This design comes from an exercise in tuning for small area, a short achievable clock period and few clock cycles per item on the open sky130 flow, not from production work.
No run shown here included a check of the RTL's function; only the layout flow was run.

`config.mk`:
```
export PLATFORM = sky130hd
export DESIGN_NAME = ssc
export DESIGN_NICKNAME = ssc
export VERILOG_FILES = /design/flow/design.v
export SDC_FILE = /design/flow/constraint.sdc
export NUM_CORES = 4
export LEC_CHECK = 0
export CAP_MARGIN = 20
export CORE_MARGIN = 2
export CORE_UTILIZATION = 40
export SLEW_MARGIN = 20
```
`run.sh`:
```
#!/bin/bash
# synth_recipe.tcl (not shown) runs the flow's synth.tcl, then flattens the netlist and writes it again
# the make line also repeats each setting of config.mk as NAME=value (left out here)
make -C /OpenROAD-flow-scripts/flow DESIGN_CONFIG=/design/flow/config.mk WORK_HOME=/design/flow/orfs CLKGATE_MAP_FILE= SYNTH_SCRIPT=/design/flow/synth_recipe.tcl finish
```
`constraint.sdc`:
```
create_clock -name core_clock -period 27.0 [get_ports {clk}]
set_input_delay 5.4000 -clock core_clock [delete_from_list [all_inputs] [get_ports {clk}]]
set_output_delay 5.4000 -clock core_clock [all_outputs]
set_load 0.01 [all_outputs]
```
`design.v`:
```
`default_nettype none
package ssc_pkg;
    localparam int DIGIT_W     = 4;
    localparam int CARD_DIGITS = 16;
    localparam int CARD_W      = 64;
    localparam int SNACKS      = 8;
    localparam int SLOT_W      = 32;
    localparam int COST_W      = 8;
    localparam int MONEY_W     = 9;
endpackage
`default_nettype wire
`timescale 1ns/1ps
`default_nettype none
module card_check (
    input  wire logic [63:0] card_num,
    output logic             card_ok
);
    function automatic logic [1:0] fa(input logic x, input logic y, input logic z);
        fa = {(x & y) | (x & z) | (y & z), x ^ y ^ z};
    endfunction
    logic [7:0]  g;                  
    logic [133:0] t;                  
    logic [3:0]  sa, sb;             
    logic        par;
    logic [4:0]  s;
    logic [3:0]  m15;
    always_comb begin
        g[0] = card_num[63] | (card_num[62] & (card_num[61] | card_num[60]));
        g[1] = card_num[55] | (card_num[54] & (card_num[53] | card_num[52]));
        g[2] = card_num[47] | (card_num[46] & (card_num[45] | card_num[44]));
        g[3] = card_num[39] | (card_num[38] & (card_num[37] | card_num[36]));
        g[4] = card_num[31] | (card_num[30] & (card_num[29] | card_num[28]));
        g[5] = card_num[23] | (card_num[22] & (card_num[21] | card_num[20]));
        g[6] = card_num[15] | (card_num[14] & (card_num[13] | card_num[12]));
        g[7] = card_num[7] | (card_num[6] & (card_num[5] | card_num[4]));
        {t[1], t[0]} = fa(card_num[56], card_num[63], g[0]);
        {t[3], t[2]} = fa(card_num[48], card_num[55], g[1]);
        {t[5], t[4]} = fa(card_num[40], card_num[47], g[2]);
        {t[7], t[6]} = fa(card_num[32], card_num[39], g[3]);
        {t[9], t[8]} = fa(card_num[24], card_num[31], g[4]);
        {t[11], t[10]} = fa(card_num[16], card_num[23], g[5]);
        {t[13], t[12]} = fa(card_num[8], card_num[15], g[6]);
        {t[15], t[14]} = fa(card_num[0], card_num[7], g[7]);
        {t[17], t[16]} = fa(card_num[60], card_num[57], card_num[52]);
        {t[19], t[18]} = fa(card_num[49], card_num[44], card_num[41]);
        {t[21], t[20]} = fa(card_num[36], card_num[33], card_num[28]);
        {t[23], t[22]} = fa(card_num[25], card_num[20], card_num[17]);
        {t[25], t[24]} = fa(card_num[12], card_num[9], card_num[4]);
        {t[27], t[26]} = fa(card_num[61], card_num[58], card_num[53]);
        {t[29], t[28]} = fa(card_num[50], card_num[45], card_num[42]);
        {t[31], t[30]} = fa(card_num[37], card_num[34], card_num[29]);
        {t[33], t[32]} = fa(card_num[26], card_num[21], card_num[18]);
        {t[35], t[34]} = fa(card_num[13], card_num[10], card_num[5]);
        {t[37], t[36]} = fa(card_num[62], card_num[59], card_num[54]);
        {t[39], t[38]} = fa(card_num[51], card_num[46], card_num[43]);
        {t[41], t[40]} = fa(card_num[38], card_num[35], card_num[30]);
        {t[43], t[42]} = fa(card_num[27], card_num[22], card_num[19]);
        {t[45], t[44]} = fa(card_num[14], card_num[11], card_num[6]);
        {t[47], t[46]} = fa(t[0], t[2], t[4]);
        {t[49], t[48]} = fa(t[6], t[8], t[10]);
        {t[51], t[50]} = fa(t[12], t[14], t[37]);
        {t[53], t[52]} = fa(t[39], t[41], t[43]);
        {t[55], t[54]} = fa(t[1], t[3], t[5]);
        {t[57], t[56]} = fa(t[7], t[9], t[11]);
        {t[59], t[58]} = fa(t[13], t[15], t[16]);
        {t[61], t[60]} = fa(t[18], t[20], t[22]);
        {t[63], t[62]} = fa(t[17], t[19], t[21]);
        {t[65], t[64]} = fa(t[23], t[25], t[26]);
        {t[67], t[66]} = fa(t[28], t[30], t[32]);
        {t[69], t[68]} = fa(t[27], t[29], t[31]);
        {t[71], t[70]} = fa(t[33], t[35], t[36]);
        {t[73], t[72]} = fa(t[38], t[40], t[42]);
        {t[75], t[74]} = fa(t[46], t[48], t[50]);
        {t[77], t[76]} = fa(t[52], t[45], t[69]);
        {t[79], t[78]} = fa(t[47], t[49], t[51]);
        {t[81], t[80]} = fa(t[53], t[54], t[56]);
        {t[83], t[82]} = fa(t[58], t[60], t[24]);
        {t[85], t[84]} = fa(t[55], t[57], t[59]);
        {t[87], t[86]} = fa(t[61], t[62], t[64]);
        {t[89], t[88]} = fa(t[66], t[34], card_num[2]);
        {t[91], t[90]} = fa(t[63], t[65], t[67]);
        {t[93], t[92]} = fa(t[68], t[70], t[72]);
        {t[95], t[94]} = fa(t[74], t[76], t[71]);
        {t[97], t[96]} = fa(t[73], t[91], t[93]);
        {t[99], t[98]} = fa(t[75], t[77], t[78]);
        {t[101], t[100]} = fa(t[80], t[82], card_num[1]);
        {t[103], t[102]} = fa(t[79], t[81], t[83]);
        {t[105], t[104]} = fa(t[84], t[86], t[88]);
        {t[107], t[106]} = fa(t[85], t[87], t[89]);
        {t[109], t[108]} = fa(t[90], t[92], t[44]);
        {t[111], t[110]} = fa(t[94], t[96], t[107]);
        {t[113], t[112]} = fa(t[95], t[97], t[98]);
        {t[115], t[114]} = fa(t[99], t[101], t[102]);
        {t[117], t[116]} = fa(t[103], t[105], t[106]);
        {t[119], t[118]} = fa(t[110], t[109], t[117]);
        {t[121], t[120]} = fa(t[111], t[112], t[100]);
        {t[123], t[122]} = fa(t[113], t[114], t[104]);
        {t[125], t[124]} = fa(t[115], t[116], t[108]);
        {t[127], t[126]} = fa(t[123], t[124], card_num[3]);
        {t[129], t[128]} = fa(t[118], t[125], t[127]);
        {t[131], t[130]} = fa(t[129], t[119], t[120]);
        {t[133], t[132]} = fa(t[131], t[121], t[122]);
        sa = {t[133], t[132], t[130], t[128]};
        sb = {t[126], 1'b0, 1'b0, 1'b0};
    end
    assign par = card_num[56] ^ card_num[48] ^ card_num[40] ^ card_num[32] ^ card_num[24] ^ card_num[16] ^ card_num[8] ^ card_num[0] ^ g[0] ^ g[1] ^ g[2] ^ g[3] ^ g[4] ^ g[5] ^ g[6] ^ g[7];
    assign s   = {1'b0, sa} + {1'b0, sb};
    assign m15 = s[3:0] + {3'b0, s[4]};
    assign card_ok = !par && (m15 == 4'd0 || m15 == 4'd5 || m15 == 4'd10 || m15 == 4'd15);
endmodule
`default_nettype wire
`timescale 1ns/1ps
`default_nettype none
module mul4 (
    input  wire logic [3:0] a,
    input  wire logic [3:0] b,
    output logic [7:0]      p
);
    function automatic logic [1:0] fa(input logic x, input logic y, input logic z);
        fa = {(x & y) | (x & z) | (y & z), x ^ y ^ z};
    endfunction
    function automatic logic [1:0] ha(input logic x, input logic y);
        ha = {x & y, x ^ y};
    endfunction
    logic [3:0] pp [4];
    logic [1:0] r1 [4];
    logic [1:0] r2 [4];
    logic [1:0] r3 [4];
    always_comb begin
        for (int j = 0; j < 4; j++)
            pp[j] = a & {4{b[j]}};
        r1[0] = ha(pp[0][1], pp[1][0]);
        r1[1] = fa(pp[0][2], pp[1][1], r1[0][1]);
        r1[2] = fa(pp[0][3], pp[1][2], r1[1][1]);
        r1[3] = ha(pp[1][3], r1[2][1]);
        r2[0] = ha(r1[1][0], pp[2][0]);
        r2[1] = fa(r1[2][0], pp[2][1], r2[0][1]);
        r2[2] = fa(r1[3][0], pp[2][2], r2[1][1]);
        r2[3] = fa(r1[3][1], pp[2][3], r2[2][1]);
        r3[0] = ha(r2[1][0], pp[3][0]);
        r3[1] = fa(r2[2][0], pp[3][1], r3[0][1]);
        r3[2] = fa(r2[3][0], pp[3][2], r3[1][1]);
        r3[3] = fa(r2[3][1], pp[3][3], r3[2][1]);
        p = {r3[3], r3[2][0], r3[1][0], r3[0][0], r2[0][0], r1[0][0], pp[0][0]};
    end
endmodule
`default_nettype wire
`timescale 1ns/1ps
`default_nettype none
module ce8 (
    input  wire logic [7:0] a,
    input  wire logic [7:0] b,
    output logic [7:0]      hi,
    output logic [7:0]      lo
);
    logic [7:0] g1, l1;
    logic [3:0] g2, l2;
    logic [1:0] g3, l3;
    logic       a_ge;
    always_comb begin
        g1 = a & ~b;
        l1 = ~a & b;
        for (int i = 0; i < 4; i++) begin
            g2[i] = g1[2*i+1] | (~l1[2*i+1] & g1[2*i]);
            l2[i] = l1[2*i+1] | (~g1[2*i+1] & l1[2*i]);
        end
        for (int i = 0; i < 2; i++) begin
            g3[i] = g2[2*i+1] | (~l2[2*i+1] & g2[2*i]);
            l3[i] = l2[2*i+1] | (~g2[2*i+1] & l2[2*i]);
        end
        a_ge = !(l3[1] | (~g3[1] & l3[0]));
    end
    assign hi = a_ge ? a : b;
    assign lo = a_ge ? b : a;
endmodule
`default_nettype wire
`timescale 1ns/1ps
`default_nettype none
module add98 (
    input  wire logic [8:0] a,
    input  wire logic [7:0] b,
    output logic [8:0]      s,
    output logic            co
);
    logic [9:0] c;
    always_comb begin
        c[0] = 1'b0;
        for (int i = 0; i < 8; i++) begin
            s[i]   = a[i] ^ b[i] ^ c[i];
            c[i+1] = (a[i] & b[i]) | (a[i] & c[i]) | (b[i] & c[i]);
        end
        s[8] = a[8] ^ c[8];
        c[9] = a[8] & c[8];
        co   = c[9];
    end
endmodule
`default_nettype wire
`timescale 1ns/1ps
`default_nettype none
module ssc (
    input  wire logic                        clk,
    input  wire logic                        reset,
    input  wire logic                        in_valid,
    output logic                             in_ready,
    input  wire logic [ssc_pkg::CARD_W-1:0]  card_num,
    input  wire logic [ssc_pkg::MONEY_W-1:0] input_money,
    input  wire logic [ssc_pkg::SLOT_W-1:0]  snack_num,
    input  wire logic [ssc_pkg::SLOT_W-1:0]  price,
    output logic                             out_valid,
    input  wire logic                        out_ready,
    output logic                             card_ok,
    output logic [ssc_pkg::MONEY_W-1:0]      out_change
);
    logic fire_in, fire_out;
    logic [2:0] pending;          
    logic [2:0] pending_n;
    logic [2:0] vld;              
    assign fire_in  = in_valid && in_ready;
    assign fire_out = out_valid && out_ready;
    assign pending_n = pending + 3'(fire_in) - 3'(fire_out);
    always_ff @(posedge clk) begin
        if (reset) begin
            pending  <= '0;
            in_ready <= 1'b0;
            vld      <= '0;
        end else begin
            pending  <= pending_n;
            in_ready <= pending_n < 3'(5);
            vld      <= {vld[1:0], fire_in};
        end
    end
    logic [9:0] q [4];
    logic [1:0] wp, rp;
    logic [2:0] qn;                
    logic       push, to_out, q_to_out, q_push;
    logic [9:0] res;
    assign res      = {r3_cok, res_3};
    assign push     = vld[2];
    assign to_out   = !out_valid || out_ready;
    assign q_to_out = to_out && qn != '0;
    assign q_push   = push && !(to_out && qn == '0);
    always_ff @(posedge clk) begin
        if (reset) begin
            out_valid <= 1'b0;
            wp        <= '0;
            rp        <= '0;
            qn        <= '0;
        end else begin
            if (to_out) out_valid <= push || qn != 0;
            if (q_push)   wp <= wp + 1'b1;
            if (q_to_out) rp <= rp + 1'b1;
            qn <= qn + 3'(q_push) - 3'(q_to_out);
        end
    end
    always_ff @(posedge clk) begin
        if (q_push) q[wp] <= res;
        if (to_out) {card_ok, out_change} <= (qn != 0) ? q[rp] : res;
    end
    logic [63:0] r1_card;
    logic [8:0] r1_money;
    logic [3:0] r1_q0;
    logic [3:0] r1_p0;
    logic [3:0] r1_q1;
    logic [3:0] r1_p1;
    logic [3:0] r1_q2;
    logic [3:0] r1_p2;
    logic [3:0] r1_q3;
    logic [3:0] r1_p3;
    logic [3:0] r1_q4;
    logic [3:0] r1_p4;
    logic [3:0] r1_q5;
    logic [3:0] r1_p5;
    logic [3:0] r1_q6;
    logic [3:0] r1_p6;
    logic [3:0] r1_q7;
    logic [3:0] r1_p7;
    always_ff @(posedge clk) begin
        r1_card <= card_num;
        r1_money <= input_money;
        r1_q0 <= snack_num[31:28];
        r1_p0 <= price[31:28];
        r1_q1 <= snack_num[27:24];
        r1_p1 <= price[27:24];
        r1_q2 <= snack_num[23:20];
        r1_p2 <= price[23:20];
        r1_q3 <= snack_num[19:16];
        r1_p3 <= price[19:16];
        r1_q4 <= snack_num[15:12];
        r1_p4 <= price[15:12];
        r1_q5 <= snack_num[11:8];
        r1_p5 <= price[11:8];
        r1_q6 <= snack_num[7:4];
        r1_p6 <= price[7:4];
        r1_q7 <= snack_num[3:0];
        r1_p7 <= price[3:0];
    end
    logic [0:0] ok_1;
    card_check u_card_1 (.card_num(r1_card), .card_ok(ok_1));
    logic [7:0] v0_1;
    mul4 u_mul0 (.a(r1_q0), .b(r1_p0), .p(v0_1));
    logic [7:0] v1_1;
    mul4 u_mul1 (.a(r1_q1), .b(r1_p1), .p(v1_1));
    logic [7:0] v2_1;
    mul4 u_mul2 (.a(r1_q2), .b(r1_p2), .p(v2_1));
    logic [7:0] v3_1;
    mul4 u_mul3 (.a(r1_q3), .b(r1_p3), .p(v3_1));
    logic [7:0] v4_1;
    mul4 u_mul4 (.a(r1_q4), .b(r1_p4), .p(v4_1));
    logic [7:0] v5_1;
    mul4 u_mul5 (.a(r1_q5), .b(r1_p5), .p(v5_1));
    logic [7:0] v6_1;
    mul4 u_mul6 (.a(r1_q6), .b(r1_p6), .p(v6_1));
    logic [7:0] v7_1;
    mul4 u_mul7 (.a(r1_q7), .b(r1_p7), .p(v7_1));
    logic [7:0] v0_l1, v1_l1;
    ce8 u_ce1_01 (.a(v0_1), .b(v1_1), .hi(v0_l1), .lo(v1_l1));
    logic [7:0] v2_l1, v3_l1;
    ce8 u_ce1_23 (.a(v2_1), .b(v3_1), .hi(v2_l1), .lo(v3_l1));
    logic [7:0] v4_l1, v5_l1;
    ce8 u_ce1_45 (.a(v4_1), .b(v5_1), .hi(v4_l1), .lo(v5_l1));
    logic [7:0] v6_l1, v7_l1;
    ce8 u_ce1_67 (.a(v6_1), .b(v7_1), .hi(v6_l1), .lo(v7_l1));
    logic [7:0] v0_l2, v2_l2;
    ce8 u_ce2_02 (.a(v0_l1), .b(v2_l1), .hi(v0_l2), .lo(v2_l2));
    logic [7:0] v1_l2, v3_l2;
    ce8 u_ce2_13 (.a(v1_l1), .b(v3_l1), .hi(v1_l2), .lo(v3_l2));
    logic [7:0] v4_l2, v6_l2;
    ce8 u_ce2_46 (.a(v4_l1), .b(v6_l1), .hi(v4_l2), .lo(v6_l2));
    logic [7:0] v5_l2, v7_l2;
    ce8 u_ce2_57 (.a(v5_l1), .b(v7_l1), .hi(v5_l2), .lo(v7_l2));
    logic [7:0] v1_l3, v2_l3;
    ce8 u_ce3_12 (.a(v1_l2), .b(v2_l2), .hi(v1_l3), .lo(v2_l3));
    logic [7:0] v5_l3, v6_l3;
    ce8 u_ce3_56 (.a(v5_l2), .b(v6_l2), .hi(v5_l3), .lo(v6_l3));
    logic [8:0] r2_money;
    logic [0:0] r2_ok;
    logic [7:0] r2_v0;
    logic [7:0] r2_v1;
    logic [7:0] r2_v2;
    logic [7:0] r2_v3;
    logic [7:0] r2_v4;
    logic [7:0] r2_v5;
    logic [7:0] r2_v6;
    logic [7:0] r2_v7;
    always_ff @(posedge clk) begin
        r2_money <= r1_money;
        r2_ok <= ok_1;
        r2_v0 <= v0_l2;
        r2_v1 <= v1_l3;
        r2_v2 <= v2_l3;
        r2_v3 <= v3_l2;
        r2_v4 <= v4_l2;
        r2_v5 <= v5_l3;
        r2_v6 <= v6_l3;
        r2_v7 <= v7_l2;
    end
    logic [7:0] v0_l4, v4_l4;
    ce8 u_ce4_04 (.a(r2_v0), .b(r2_v4), .hi(v0_l4), .lo(v4_l4));
    logic [7:0] v1_l4, v5_l4;
    ce8 u_ce4_15 (.a(r2_v1), .b(r2_v5), .hi(v1_l4), .lo(v5_l4));
    logic [7:0] v2_l4, v6_l4;
    ce8 u_ce4_26 (.a(r2_v2), .b(r2_v6), .hi(v2_l4), .lo(v6_l4));
    logic [7:0] v3_l4, v7_l4;
    ce8 u_ce4_37 (.a(r2_v3), .b(r2_v7), .hi(v3_l4), .lo(v7_l4));
    logic [7:0] v2_l5, v4_l5;
    ce8 u_ce5_24 (.a(v2_l4), .b(v4_l4), .hi(v2_l5), .lo(v4_l5));
    logic [7:0] v3_l5, v5_l5;
    ce8 u_ce5_35 (.a(v3_l4), .b(v5_l4), .hi(v3_l5), .lo(v5_l5));
    logic [7:0] v1_l6, v2_l6;
    ce8 u_ce6_12 (.a(v1_l4), .b(v2_l5), .hi(v1_l6), .lo(v2_l6));
    logic [7:0] v3_l6, v4_l6;
    ce8 u_ce6_34 (.a(v3_l5), .b(v4_l5), .hi(v3_l6), .lo(v4_l6));
    logic [7:0] v5_l6, v6_l6;
    ce8 u_ce6_56 (.a(v5_l5), .b(v6_l4), .hi(v5_l6), .lo(v6_l6));
    logic [8:0] e0_2;
    assign e0_2 = ~r2_money;
    logic [8:0] e1_2;
    logic cy1_2;
    assign {cy1_2, e1_2} = {1'b0, e0_2} + {2'b0, v0_l4};
    logic ok1_2;
    assign ok1_2 = r2_ok & ~cy1_2;
    logic [8:0] r1_2;
    assign r1_2 = ok1_2 ? e1_2 : e0_2;
    logic [8:0] e2_2;
    logic cy2_2;
    assign {cy2_2, e2_2} = {1'b0, e1_2} + {2'b0, v1_l6};
    logic ok2_2;
    assign ok2_2 = ok1_2 & ~cy2_2;
    logic [8:0] r2_2;
    assign r2_2 = ok2_2 ? e2_2 : r1_2;
    logic [8:0] e3_2;
    logic cy3_2;
    assign {cy3_2, e3_2} = {1'b0, e2_2} + {2'b0, v2_l6};
    logic ok3_2;
    assign ok3_2 = ok2_2 & ~cy3_2;
    logic [8:0] r3_2;
    assign r3_2 = ok3_2 ? e3_2 : r2_2;
    logic [7:0] r3_v3;
    logic [7:0] r3_v4;
    logic [7:0] r3_v5;
    logic [7:0] r3_v6;
    logic [7:0] r3_v7;
    logic [0:0] r3_cok;
    logic [0:0] r3_okc;
    logic [8:0] r3_r;
    logic [8:0] r3_e3;
    always_ff @(posedge clk) begin
        r3_v3 <= v3_l6;
        r3_v4 <= v4_l6;
        r3_v5 <= v5_l6;
        r3_v6 <= v6_l6;
        r3_v7 <= v7_l4;
        r3_cok <= r2_ok;
        r3_okc <= ok3_2;
        r3_r <= r3_2;
        r3_e3 <= e3_2;
    end
    logic [8:0] e4_3;
    logic cy4_3;
    assign {cy4_3, e4_3} = {1'b0, r3_e3} + {2'b0, r3_v3};
    logic ok4_3;
    assign ok4_3 = r3_okc & ~cy4_3;
    logic [8:0] r4_3;
    assign r4_3 = ok4_3 ? e4_3 : r3_r;
    logic [8:0] e5_3;
    logic cy5_3;
    assign {cy5_3, e5_3} = {1'b0, e4_3} + {2'b0, r3_v4};
    logic ok5_3;
    assign ok5_3 = ok4_3 & ~cy5_3;
    logic [8:0] r5_3;
    assign r5_3 = ok5_3 ? e5_3 : r4_3;
    logic [8:0] e6_3;
    logic cy6_3;
    assign {cy6_3, e6_3} = {1'b0, e5_3} + {2'b0, r3_v5};
    logic ok6_3;
    assign ok6_3 = ok5_3 & ~cy6_3;
    logic [8:0] r6_3;
    assign r6_3 = ok6_3 ? e6_3 : r5_3;
    logic [8:0] e7_3;
    logic cy7_3;
    assign {cy7_3, e7_3} = {1'b0, e6_3} + {2'b0, r3_v6};
    logic ok7_3;
    assign ok7_3 = ok6_3 & ~cy7_3;
    logic [8:0] r7_3;
    assign r7_3 = ok7_3 ? e7_3 : r6_3;
    logic [8:0] e8_3;
    logic cy8_3;
    assign {cy8_3, e8_3} = {1'b0, e7_3} + {2'b0, r3_v7};
    logic ok8_3;
    assign ok8_3 = ok7_3 & ~cy8_3;
    logic [8:0] r8_3;
    assign r8_3 = ok8_3 ? e8_3 : r7_3;
    logic [8:0] res_3;
    assign res_3 = ~r8_3;
endmodule
`default_nettype wire
```
==> run summary, run 1 <==
- Status: no timing/DRC/antenna violations
- Grt ovf: 0
- CP max stage cell: o211ai_2
- Routed Antenna Nets: 0
- R2r setup slk: between 15 and 20 ns
- Worst Path Max Fanout: 21
- Ys flop type: dfxtp_1
- Global routing's busiest layer: met2
- Post-CTS Repair Setup Buffers: 0
- Cts bufs inserted: 39
- Total GRT Usage: about 18%
- Largest net degree at the start of global routing: 33
- Hold Fails Final Rpt: 0
- DIE AREA: roughly 0.058 mm2
- CTS tree: yes
- GR met2 Demand/Resource: between 30% and 40%
- Critical Path End Type: flip-flop
- Die width: roughly 240 um
- Adder-cell area share of the yosys netlist: 20.01%
- Hold wc startpoint: r1_money[0]$_DFF_P_
- Boundary Pins: approximately 150
- Clock root cell: clkbuf_16
- Synth area leaders: dfxtp_1 26%, fa_1 13%, mux2i_1 7.2%, edfxtp_1 6.7%, ha_1 6.0%
- DR vias: around 16,000
- CP Data Required Time: around 27 ns
- Synthesized area: 0.02239 mm2
- PortBufs: 152
- Worst min path class: reg2reg
- DP HPWL: approximately 43 mm
- Minimum clock period: between 8 and 9 ns
- Layout cells sized above 1: between 8 and 9%
- Number of synthesized flops with an enable pin: 50
- Synthesis-stage register bit count: approximately 340
- Post-Synth Simple-Gate Area: 11.80%
- TritonCTS Sinks: around 340
- Max-Cap Viols: 0
- Synth cell types: between 90 and 100
- CTS max path bufs: 3
- Reg2reg end: r2_v1[3]$_DFF_P_
- Core Area: 0.05520 mm2
- Post-DR vias/cell: 5.158
- CTS Hold Bufs: 0
- Post-CTS Resized: 0
- Sequential cell area fraction in the yosys report: 32.46%
- Count leader, synth: dfxtp_1
- Async set or reset register ratio after synthesis: 0%
- Buf/Inv on CP: 1
- Diode count: 0
- Final setup TNS: 0 ns
- Crit path depth: 25
- Worst reg2reg path startpoint: r1_q3[1]$_DFF_P_
- CP Launch Point: r1_q3[1]$_DFF_P_
- Final setup vio count: 0
- TritonRoute pass-1 iters: 8
- Crit path to: r2_v1[3]$_DFF_P_
- Row Count: 86
- Most frequent CP cell: fa_1
- Hold Slack: around 0.33 ns
- Fin nets: 2,785
- Yosys warns: 8
- M1 GR Usage: between 20% and 30%
- Final clock skew: roughly 0.021 ns
- Worst slew pin tran: between 0.9 and 1 ns
- Mean Syn Cell Area: 9.973 um2
- Post-Route WL: roughly 53 mm
- Peak Freq: 113.3 MHz
- Initial DRC Count: between 1,000 and 1,500
- Syn_nets: about 2,600
- Die height: between 200 and 250 um
- Initial Utilization: 40.56%
- FF-to-FF path depth: 25
- Initial antenna violation count: 2
- First-pass GRT wire length: approximately 85 mm
- Slew HR: 33.63%
- Vias in the first global route: approximately 17,000
- Top-area cell type share of the netlist area: 25.75%
- Avg WL per Cell: 16.64 um
- Kind of critical path: reg2reg
- Area growth from synthesis to layout: 15.95%
- Mux cell area share after synthesis: 12.93%
- CTS clk-pin slew, worst paths: ~0.06 ns
- Max-slew violations: 0
- RSZ-0062 raised after global routing: false
- Clock latency on the worst-skew pair: about 0.57 ns
- Residual DRC: 0
- CP top delay family: adder cells
- Synth Area in Compound Gates: 14.52%
- Synth Instances: between 2,000 and 2,500
- Most frequent cells after synthesis: 288 x dfxtp_1, 228 x inv_1, 161 x mux2i_1
- Met3 Use GR: 3.225%
- Final period util: around 33%
- Area leader, netlist: dfxtp_1
- Startpoint Class: flip-flop
- Arrival @ worst endpoint: 9.26 ns
- Global placement routability congestion: approximately 0.9
- Main combinational cell family by area after synthesis: adder cells
- H-tree levels: 2
- Post-synthesis xor/xnor area fraction: 3.130%
- Critical Path Max Stage Delay: 0.78 ns
[worst register-to-register path: stages, from the launching register on]
cell and delay [ns]:
dfxtp_1 0.33, and2_1 0.17, ha_1 0.21, fa_1 0.38, fa_1 0.48, fa_1 0.45
fa_1 0.41, fa_1 0.53, fa_1 0.42, inv_1 0.08, fa_1 0.35, nor2b_1 0.14
or4_1 0.49, a211o_1 0.26, o211ai_2 0.78, mux2i_1 0.59, and2_1 0.26, nor2_1 0.07
o221ai_1 0.22, nand2_1 0.14, nand2_1 0.29, o21ai_0 0.29, and2_1 0.25, o211a_1 0.26
a21oi_4 0.50, mux2_1 0.38
[routing by layer]
layer  share of wire (%)  up-vias  wire [um]
li1                    -     8062          -
met1                  45     7794      23760
met2                  47      437      24790
met3                 5.4       82       2859
met4                 2.7        2       1411
met5               0.025        -         13
[logic make-up (layout without fill, tap and decap cells)]
logic type      count (synthesis)  count (layout)
compound gates                487             487
xor+xnor                       80              80
fa+ha+maj                     279             279
buf+inv                       277             459
flops                         338             338
mux                           264             264
simple gates                  520             520
[worst min-delay path by stage]
stage / slack, ns / cells past startpoint / to
after floorplan: 0.31 / 0 / r2_money[0]$_DFF_P_
after global placement: 0.31 / 0 / r2_money[0]$_DFF_P_
after detailed placement: 0.31 / 0 / r2_money[0]$_DFF_P_
after CTS: 0.33 / 0 / r2_money[0]$_DFF_P_
after global routing: 0.33 / 0 / r2_money[0]$_DFF_P_
final: 0.33 / 0 / r2_money[0]$_DFF_P_
[stage by stage]
step           instances  util, %  area, um2  setup slack (ns)
6_report            3175    47.03      25960             18.18
5_1_grt             3175    47.03      25960             17.63
4_1_cts             3175    47.01      25950             18.13
3_5_place_dp        3103    44.58      24610             18.15
3_3_place_gp        3103    44.58      24610             18.31
2_1_floorplan       2245        -      22390             19.51
[registers in the layout, summed over array words and instances, names as in the netlist, 9 cells and up, named ones only]
name	cells
r1_money	9
r3_r	9
q	40
r1_card	64
r2_money	9
r3_e3	9
out_change	9
[cell type report]
class	count	area (um2)
Clock buffer	45	1050
Clock inverter	27	294.0
Fill cell	5073	29240
Inverter	228	855.8
Multi-Input combinational cell	1630	13980
Sequential cell	338	7267
Tap cell	748	935.9
Timing Repair Buffer	159	1574
[placed cells by master, fill, tap and decap left out, drive strengths merged, types with 17 or more instances in the layout]
master,count
a211oi,17
a21o,33
a21oi,145
and2,132
clkbuf,45
clkdlybuf4s50,152
dfxtp,288
edfxtp,50
fa,141
ha,107
inv,232
maj3,31
mux2,93
mux2i,161
nand2,118
nand2b,36
nor2,133
nor2b,46
o21a,19
o21ai,106
o21bai,30
o22ai,23
xnor2,63
xor2,17
==> inputs of run 2 (changes only) <==
--- a/design.v
+++ b/design.v
@@ -214,9 +214,10 @@
     logic fire_in, fire_out;
     logic [2:0] pending;          
-    logic [2:0] pending_n;
+    logic       near_full, full;
     logic [2:0] vld;              
-    assign fire_in  = in_valid && in_ready;
-    assign fire_out = out_valid && out_ready;
-    assign pending_n = pending + 3'(fire_in) - 3'(fire_out);
+    assign fire_in   = in_valid && in_ready;
+    assign fire_out  = out_valid && out_ready;
+    assign near_full = pending == 3'(4);
+    assign full      = pending == 3'(5);
     always_ff @(posedge clk) begin
         if (reset) begin
@@ -225,6 +226,8 @@
             vld      <= '0;
         end else begin
-            pending  <= pending_n;
-            in_ready <= pending_n < 3'(5);
+            if (fire_in && !fire_out)      pending <= pending + 1'b1;
+            else if (!fire_in && fire_out) pending <= pending - 1'b1;
+            in_ready <= !(near_full || full) || (near_full && !(in_valid && !fire_out)) ||
+                        (full && fire_out);
             vld      <= {vld[1:0], fire_in};
         end
@@ -233,11 +236,10 @@
     logic [1:0] wp, rp;
     logic [2:0] qn;                
-    logic       push, to_out, q_to_out, q_push;
+    logic       push, to_out, take;
     logic [9:0] res;
-    assign res      = {r3_cok, res_3};
-    assign push     = vld[2];
-    assign to_out   = !out_valid || out_ready;
-    assign q_to_out = to_out && qn != '0;
-    assign q_push   = push && !(to_out && qn == '0);
+    assign res    = {r3_cok, res_3};
+    assign push   = vld[2];
+    assign to_out = !out_valid || out_ready;
+    assign take   = to_out && (qn != '0 || push);
     always_ff @(posedge clk) begin
         if (reset) begin
@@ -247,13 +249,14 @@
             qn        <= '0;
         end else begin
-            if (to_out) out_valid <= push || qn != 0;
-            if (q_push)   wp <= wp + 1'b1;
-            if (q_to_out) rp <= rp + 1'b1;
-            qn <= qn + 3'(q_push) - 3'(q_to_out);
+            if (to_out) out_valid <= qn != '0 || push;
+            if (push) wp <= wp + 1'b1;
+            if (take) rp <= rp + 1'b1;
+            if (push && !take)      qn <= qn + 1'b1;
+            else if (!push && take) qn <= qn - 1'b1;
         end
     end
     always_ff @(posedge clk) begin
-        if (q_push) q[wp] <= res;
-        if (to_out) {card_ok, out_change} <= (qn != 0) ? q[rp] : res;
+        if (push) q[wp] <= res;
+        if (to_out) {card_ok, out_change} <= (qn != '0) ? q[rp] : res;
     end
     logic [63:0] r1_card;
--- a/config.mk
+++ b/config.mk
@@ -8,4 +8,4 @@
 export CAP_MARGIN = 20
 export CORE_MARGIN = 2
-export CORE_UTILIZATION = 40
-export SLEW_MARGIN = 20
+export CORE_UTILIZATION = 65
+export SLEW_MARGIN = 60
==> run 2 against run 1 <==
  * Highest routed layer is now met4
  * Critical path type unchanged
  * Critical path depth is 2 higher
  * Fmax is 1.8% lower
  * Still clean
  * Clock-buffer cell count is 8 higher
  * Die area is 37% lower
==> run summary, run 2 <==
- Kind of critical path: reg2reg
- TritonCTS Sinks: 338 (unchanged)
- Worst slack at placement: 18.06 ns (-0.08140 ns)
- Final Worst Setup Slack: 18.01 ns (-0.1651 ns)
- Status: no timing/DRC/antenna violations
- Commonest non-fill, non-tap cells in the layout: 287 x dfxtp_1, 215 x inv_1, 173 x nand2_1
- Sequential cell area fraction in the yosys report: 31.76% (-0.70 points)
- CTS Hold Bufs: 0 (unchanged)
- Worst Path Max Fanout: 24 (+14%)
- Minimum clock period: 8.990 ns (+0.1651 ns)
- Fin nets: 2,907 (+4.4%)
- Grt ovf: 0 (unchanged)
- Worst min path class: reg2reg
- Initial antenna violation count: 0 (-2)
- CTS max path bufs: 3 (unchanged)
- Synth Instances: 2,373 (+5.7%)
- CP Launch Point: r1_q4[0]$_DFF_P_
- CTS tree: yes
- Core Area: 0.03463 mm2 (-37%)
- Max-slew violations: 0 (unchanged)
- Syn_nets: 2,759 (+4.7%)
- Final clock skew: 0.01391 ns (-0.007067 ns)
- Worst reg2reg path startpoint: r1_q4[0]$_DFF_P_
- Top-area cell type share of the netlist area: 25.19% (-0.56 points)
- Vias in the first global route: 18,111 (+9.1%)
- DIE AREA: 0.03672 mm2 (-37%)
- Worst slew pin tran: 0.5819 ns (-0.4108 ns)
- Slew HR: 60.10% (+26 points)
- TritonRoute pass-1 iters: 5 (-3)
- Arrival @ worst endpoint: 9.43 ns (+0.17 ns)
- Async set or reset register ratio after synthesis: 0% (unchanged)
- Total GRT Usage: 31.99% (+14 points)
- Initial Utilization: 66.09% (+26 points)
- H-tree levels: 2 (unchanged)
- Diode count: 0 (unchanged)
- Startpoint Class: flip-flop
- Most common cell after layout, fill and taps aside: dfxtp_1
- Initial DRC Count: 1,367 (+35%)
- Max-Cap Viols: 0 (unchanged)
- Yosys warns: 8 (unchanged)
- Layout cells sized above 1: 9.490% (+0.92 points)
- Routed Antenna Nets: 0 (unchanged)
- Hold wc startpoint: r1_money[2]$_DFF_P_
- Most frequent CP cell: fa_1
- Number of synthesized flops with an enable pin: 50 (unchanged)
- Peak Freq: 111.2 MHz (-1.8%)
- Critical Path Max Stage Delay: 0.57 ns (-0.21 ns)
- Synth cell types: 108 (+15%)
- Count leader, synth: dfxtp_1
- Clock latency on the worst-skew pair: 0.56 ns (about the same)
- Final setup vio count: 0 (unchanged)
- Clock root cell: clkbuf_16
- PortBufs: 152 (unchanged)
- First-pass GRT wire length: 92.05 mm (+8.7%)
- Critical Path End Type: flip-flop
- Post-CTS Resized: 0 (unchanged)
- Largest register FFs: 64 (unchanged)
- Final period util: 33.29% (+0.61 points)
- Row Count: 68 (-21%)
- Final setup TNS: 0 ns (unchanged)
- CP top delay family: adder cells
- Boundary Pins: 153 (unchanged)
- CTS clk-pin slew, worst paths: 0.06 ns (about the same)
- DP HPWL: 44.69 mm (+4.6%)
- CP Data Required Time: 27.44 ns (about the same)
- Mean Syn Cell Area: 9.644 um2 (-3.3%)
- Synthesized area: 0.02288 mm2 (+2.2%)
- Post-CTS Repair Setup Buffers: 0 (unchanged)
- Die width: 191.6 um (-20%)
- Buf/Inv on CP: 2 (+1)
- DR vias: 18,009 (+10%)
- Residual DRC: 0 (unchanged)
- Die height: 191.6 um (-20%)
- Most frequent cells after synthesis: 288 x dfxtp_1, 216 x inv_1, 173 x nand2_1
- Avg WL per Cell: 19.15 um (+15%)
- Largest net degree at the start of global routing: 25 (-24%)
- Synthesis-stage register bit count: 338 (unchanged)
- Fill cells: 2,394 (-53%)
- Largest regs: r1_card (64), q (40)
- Area growth from synthesis to layout: 14.34%
- Post-DR vias/cell: 5.993 (+16%)
- Hold Fails Final Rpt: 0 (unchanged)
- RSZ-0062 raised after global routing: false
- Global placement routability congestion: 0.9338 (+3.5%)
- Top reg by flops: r1_card
- Synth area leaders: dfxtp_1 25%, fa_1 12%, edfxtp_1 6.6%, mux2i_1 5.9%, ha_1 5.7%
- Cts bufs inserted: 37 (-5.1%)
- Ys flop type: dfxtp_1
- Area leader, netlist: dfxtp_1
- CP max stage cell: fa_1
- Post-Route WL: 57.55 mm (+8.9%)
-- run 2: cell count changes in the layout (fill, tap and decap cells not counted), sizes merged, moves of 10 or more --
cell | before | now
nor3 | 15 | 36
mux2i | 161 | 140
mux2 | 93 | 73
clkbuf | 45 | 55
inv | 232 | 220
or2 | 4 | 15
nor2b | 46 | 56
nand2 | 118 | 175
o21ai | 106 | 123
-- run 2: through the flow --
step           instance area, um2  hold WS (ns)  instances  utilization [%]
6_report                    26170        0.3261       3005            75.56
5_1_grt                     26170        0.3319       3005            75.56
4_1_cts                     26050        0.3268       2999            75.23
3_5_place_dp                24830        0.3128       2931            71.69
3_3_place_gp                24730        0.3114       2931            71.41
2_1_floorplan               22880        0.3096       2373                -
-- run 2: metal layers --
metal	global-route usage [%]	up-vias	routed length, um
met2	53.78	710	27010
met4	12.49	0	2106
met1	41.72	8565	24520
met3	4.732	155	3917
li1	-	8579	-
met5	0	-	0
-- run 2: cell families after synthesis --
logic type / synth area share, %
buf+inv: 4.899
flops: 31.76
fa+ha+maj: 19.16
xor+xnor: 3.062
simple gates: 14.26
mux: 10.82
compound gates: 16.04
-- run 2: cell type report --
type | count | area, um2 | area share [%]
multi-input cells | 1762 | 14670 | 56.05
flip-flops and latches | 338 | 7268 | 27.78
repair buffers | 164 | 1617 | 6.178
clock buffers | 53 | 1109 | 4.237
inverters | 218 | 818.3 | 3.127
well taps | 455 | 569.3 | 2.176
clock inverters | 15 | 117.6 | 0.4495
-- run 2: worst paths after layout --
path | endpoint | slack, ns | cells past startpoint
min | r2_money[2]$_DFF_P_ | 0.33 | 0
min reg2reg | r2_money[2]$_DFF_P_ | 0.33 | 0
max | r2_v6[1]$_DFF_P_ | 18.01 | 27
max reg2reg | r2_v6[1]$_DFF_P_ | 18.01 | 27
==> inputs of run 3 (changes only) <==
--- a/config.mk
+++ b/config.mk
@@ -9,3 +9,3 @@
 export CORE_MARGIN = 2
 export CORE_UTILIZATION = 65
-export SLEW_MARGIN = 60
+export SLEW_MARGIN = 20
==> run 3 against run 2 <==
  * Final area fell by 0.80%
  * Register-to-register slack got worse by 0.53 ns
  * Highest routed layer unchanged
  * Sequential share of layout area up 0.22 points
  * Flip-flop and latch count unchanged
  * Utilization fell by 0.61 points
  * Clock skew increased by 0.0070 ns
  * First-iteration DRC count decreased by 12%
  * Clock-buffer cell count down 2
==> run summary, run 3 <==
- Post-CTS Repair Setup Buffers: 0 (unchanged)
- CTS max path bufs: 3 (unchanged)
- Worst reg2reg path startpoint: r1_q4[0]$_DFF_P_
- Startpoint Class: flip-flop
- Top reg by flops: r1_card
- CTS Hold Bufs: 0 (unchanged)
- Vias in the first global route: 18,162 (+0.28%)
- Max-Cap Viols: 0 (unchanged)
- Critical Path End Type: flip-flop
- Peak Freq: 105.0 MHz (-5.6%)
- Total GRT Usage: 31.88% (-0.10 points)
- Avg WL per Cell: 19.10 um (-0.26%)
- Final period util: 35.27% (+2.0 points)
- CP max stage cell: a31oi_2
- Mean Syn Cell Area: 9.644 um2 (unchanged)
- Status: no timing/DRC/antenna violations
- FF-to-FF path depth: 26 (-3.7%)
- Syn_nets: 2,759 (unchanged)
- Arrival @ worst endpoint: 9.99 ns (+0.56 ns)
- Row Count: 68 (unchanged)
- Fill cells: 2,433 (+1.6%)
- Most frequent cells after synthesis: 288 x dfxtp_1, 216 x inv_1, 173 x nand2_1
- Core Area: 0.03463 mm2 (unchanged)
- WHS Path Cells: 0 (unchanged)
- Die height: 191.6 um (unchanged)
- Final clock skew: 0.02086 ns (+0.006955 ns)
- DP HPWL: 44.57 mm (-0.26%)
- Most frequent CP cell: fa_1
- Layout cells sized above 1: 8.219% (-1.3 points)
- Core Util, Final: 74.95% (-0.61 points)
- Die width: 191.6 um (unchanged)
- Top-area cell type share of the netlist area: 25.19% (unchanged)
- H-tree levels: 2 (unchanged)
- Buf/Inv on CP: 1 (-1)
- RSZ-0062 raised after global routing: false
- Initial Utilization: 66.09% (unchanged)
- TritonRoute pass-1 iters: 6 (+1)
- Worst slew pin tran: 1.111 ns (+0.5286 ns)
- CP Data Required Time: 27.47 ns (+0.03 ns)
- Async set or reset register ratio after synthesis: 0% (unchanged)
- Global placement routability congestion: 0.9338 (unchanged)
- Clock root cell: clkbuf_16
- Post-CTS Resized: 0 (unchanged)
- Area leader, netlist: dfxtp_1
- Hold Fails Final Rpt: 0 (unchanged)
- Synth cell types: 108 (unchanged)
- First-pass GRT wire length: 91.71 mm (-0.37%)
- Final Worst Setup Slack: 17.48 ns (-0.5343 ns)
- Synthesis-stage register bit count: 338 (unchanged)
- Boundary Pins: 153 (unchanged)
- Sequential cell area fraction in the yosys report: 31.76% (unchanged)
- Minimum clock period: 9.524 ns (+0.5343 ns)
- CTS clk-pin slew, worst paths: 0.06 ns (about the same)
- Hold Path End: r2_money[1]$_DFF_P_
- Grt ovf: 0 (unchanged)
- Area growth from synthesis to layout: 13.42%
- Worst slack at placement: 17.52 ns (-0.5392 ns)
- CP top delay family: adder cells
- Yosys warns: 8 (unchanged)
- Final setup vio count: 0 (unchanged)
- Multi-input logic area: 0.01451 mm2 (-1.1%)
- Area after DPL: 0.02473 mm2 (-0.37%)
- DIE AREA: 0.03672 mm2 (unchanged)
- Reg2reg end: r2_v6[4]$_DFF_P_
- Final setup TNS: 0 ns (unchanged)
- Largest regs: r1_card (64), q (40)
- Final instance area: 0.02595 mm2 (-0.80%)
- PortBufs: 152 (unchanged)
- Initial DRC Count: 1,202 (-12%)
- Synth Instances: 2,373 (unchanged)
- Synth area leaders: dfxtp_1 25%, fa_1 12%, edfxtp_1 6.6%, mux2i_1 5.9%, ha_1 5.7%
- Count leader, synth: dfxtp_1
- R2r setup slk: 17.48 ns (-0.53 ns)
- Post-Route WL: 57.27 mm (-0.49%)
- Commonest non-fill, non-tap cells in the layout: 288 x dfxtp_1, 216 x inv_1, 173 x nand2_1
- Residual DRC: 0 (unchanged)
- Clock latency on the worst-skew pair: 0.57 ns (about the same)
- Hold wc startpoint: r1_money[1]$_DFF_P_
- Synthesized area: 0.02288 mm2 (unchanged)
- Fin nets: 2,902 (-0.17%)
- Slew HR: 25.52% (-35 points)
- Worst Path Max Fanout: 24 (unchanged)
- Kind of critical path: reg2reg
- CTS tree: yes
- Largest net degree at the start of global routing: 25 (unchanged)
- DR vias: 17,972 (-0.21%)
- Post-DR vias/cell: 5.995 (about the same)
- Routed Antenna Nets: 0 (unchanged)
- Critical Path Max Stage Delay: 0.84 ns (+0.27 ns)
- Cts bufs inserted: 37 (unchanged)
- Worst min path class: reg2reg
- Largest register FFs: 64 (unchanged)
- TritonCTS Sinks: 338 (unchanged)
- Diode count: 0 (unchanged)
- Reg area: 0.007267 mm2 (about the same)
- Most common cell after layout, fill and taps aside: dfxtp_1
- Number of synthesized flops with an enable pin: 50 (unchanged)
- Ys flop type: dfxtp_1
- Initial antenna violation count: 0 (unchanged)
- Max-slew violations: 0 (unchanged)
-- run 3: logic make-up (layout without fill, tap and decap cells) --
family,count (synthesis),in the layout,synth area share (%)
AO/OA/AOI/OAI,544,544,16.04
buffers and inverters,273,443,4.899
multiplexers,223,223,10.82
XOR/XNOR,80,80,3.062
adder cells (fa/ha/maj),270,270,19.16
AND/OR/NAND/NOR,645,645,14.26
flip-flops,338,338,31.76
-- run 3: worst max-delay path by stage --
stage / from / endpoint / slack (ns) / depth (start not counted)
floorplan: r1_q6[0]$_DFF_P_ / r2_v5[4]$_DFF_P_ / 19.26 / 29
global placement: r1_q4[0]$_DFF_P_ / r2_v6[1]$_DFF_P_ / 17.93 / 26
detailed placement: r1_q4[0]$_DFF_P_ / r2_v6[4]$_DFF_P_ / 17.52 / 26
CTS: r1_q4[0]$_DFF_P_ / r2_v6[4]$_DFF_P_ / 17.53 / 26
global route: r1_q4[0]$_DFF_P_ / r2_v6[4]$_DFF_P_ / 16.88 / 26
finish: r1_q4[0]$_DFF_P_ / r2_v6[4]$_DFF_P_ / 17.48 / 26
-- run 3: cell type report --
cell class / count / share of cell area [%]
inverters: 218 / 3.153
clock inverters: 15 / 0.6267
clock buffers: 51 / 4.078
well taps: 455 / 2.193
repair buffers: 159 / 6.055
flip-flops and latches: 338 / 28.00
multi-input cells: 1762 / 55.90
-- run 3: layer usage --
layer	vias up	share of wire, %	track usage (%)	wire (um)
met2	666	47	53.83	27110
li1	8537	-	-	-
met1	8632	43	41.21	24420
met5	-	0	0	0
met4	0	3.5	12.31	1992
met3	137	6.5	5.043	3745
-- run 3: metrics by stage --
step	hold WS, ns	std cells
after floorplan	0.3096	2373
after global placement	0.3114	2931
final	0.3262	2998
after detailed placement	0.3128	2932
after CTS	0.3267	2998
after global routing	0.3302	2998

[port drivers added, routing unchanged]
The flow's constraints put no driver on any port. The routed layouts listed below were extracted and timed again, unchanged, in two steps. Step 1 assumes that a clkbuf_16 drives the clock port and a buf_2 every other input. Step 2 adds t to the input delays and takes it off the output delays; t is the mean of the earliest and latest rising clock arrival at the registers after step 1. Input paths then give back, and output paths get back, about the clock's delay inside the block. Three values: ideal ports, drivers, drivers and shift; two values: the first two.
| run | t, ns | setup WS [ns] | clock arrival spread, ns | worst data-port slew with drivers (ns) | cell pins on the clock port's net |
|---|---|---|---|---|---|
| run 1 | 0.611 | 18.176 / 18.176 / 18.176 | 0.026 / 0.027 | 0.07 | 1 |
| run 2 | 0.611 | 18.010 / 18.010 / 18.010 | 0.019 / 0.019 | 0.07 | 1 |
| run 3 | 0.617 | 17.476 / 17.476 / 17.476 | 0.022 / 0.023 | 0.06 | 1 |
After both steps every run listed still meets setup and hold.
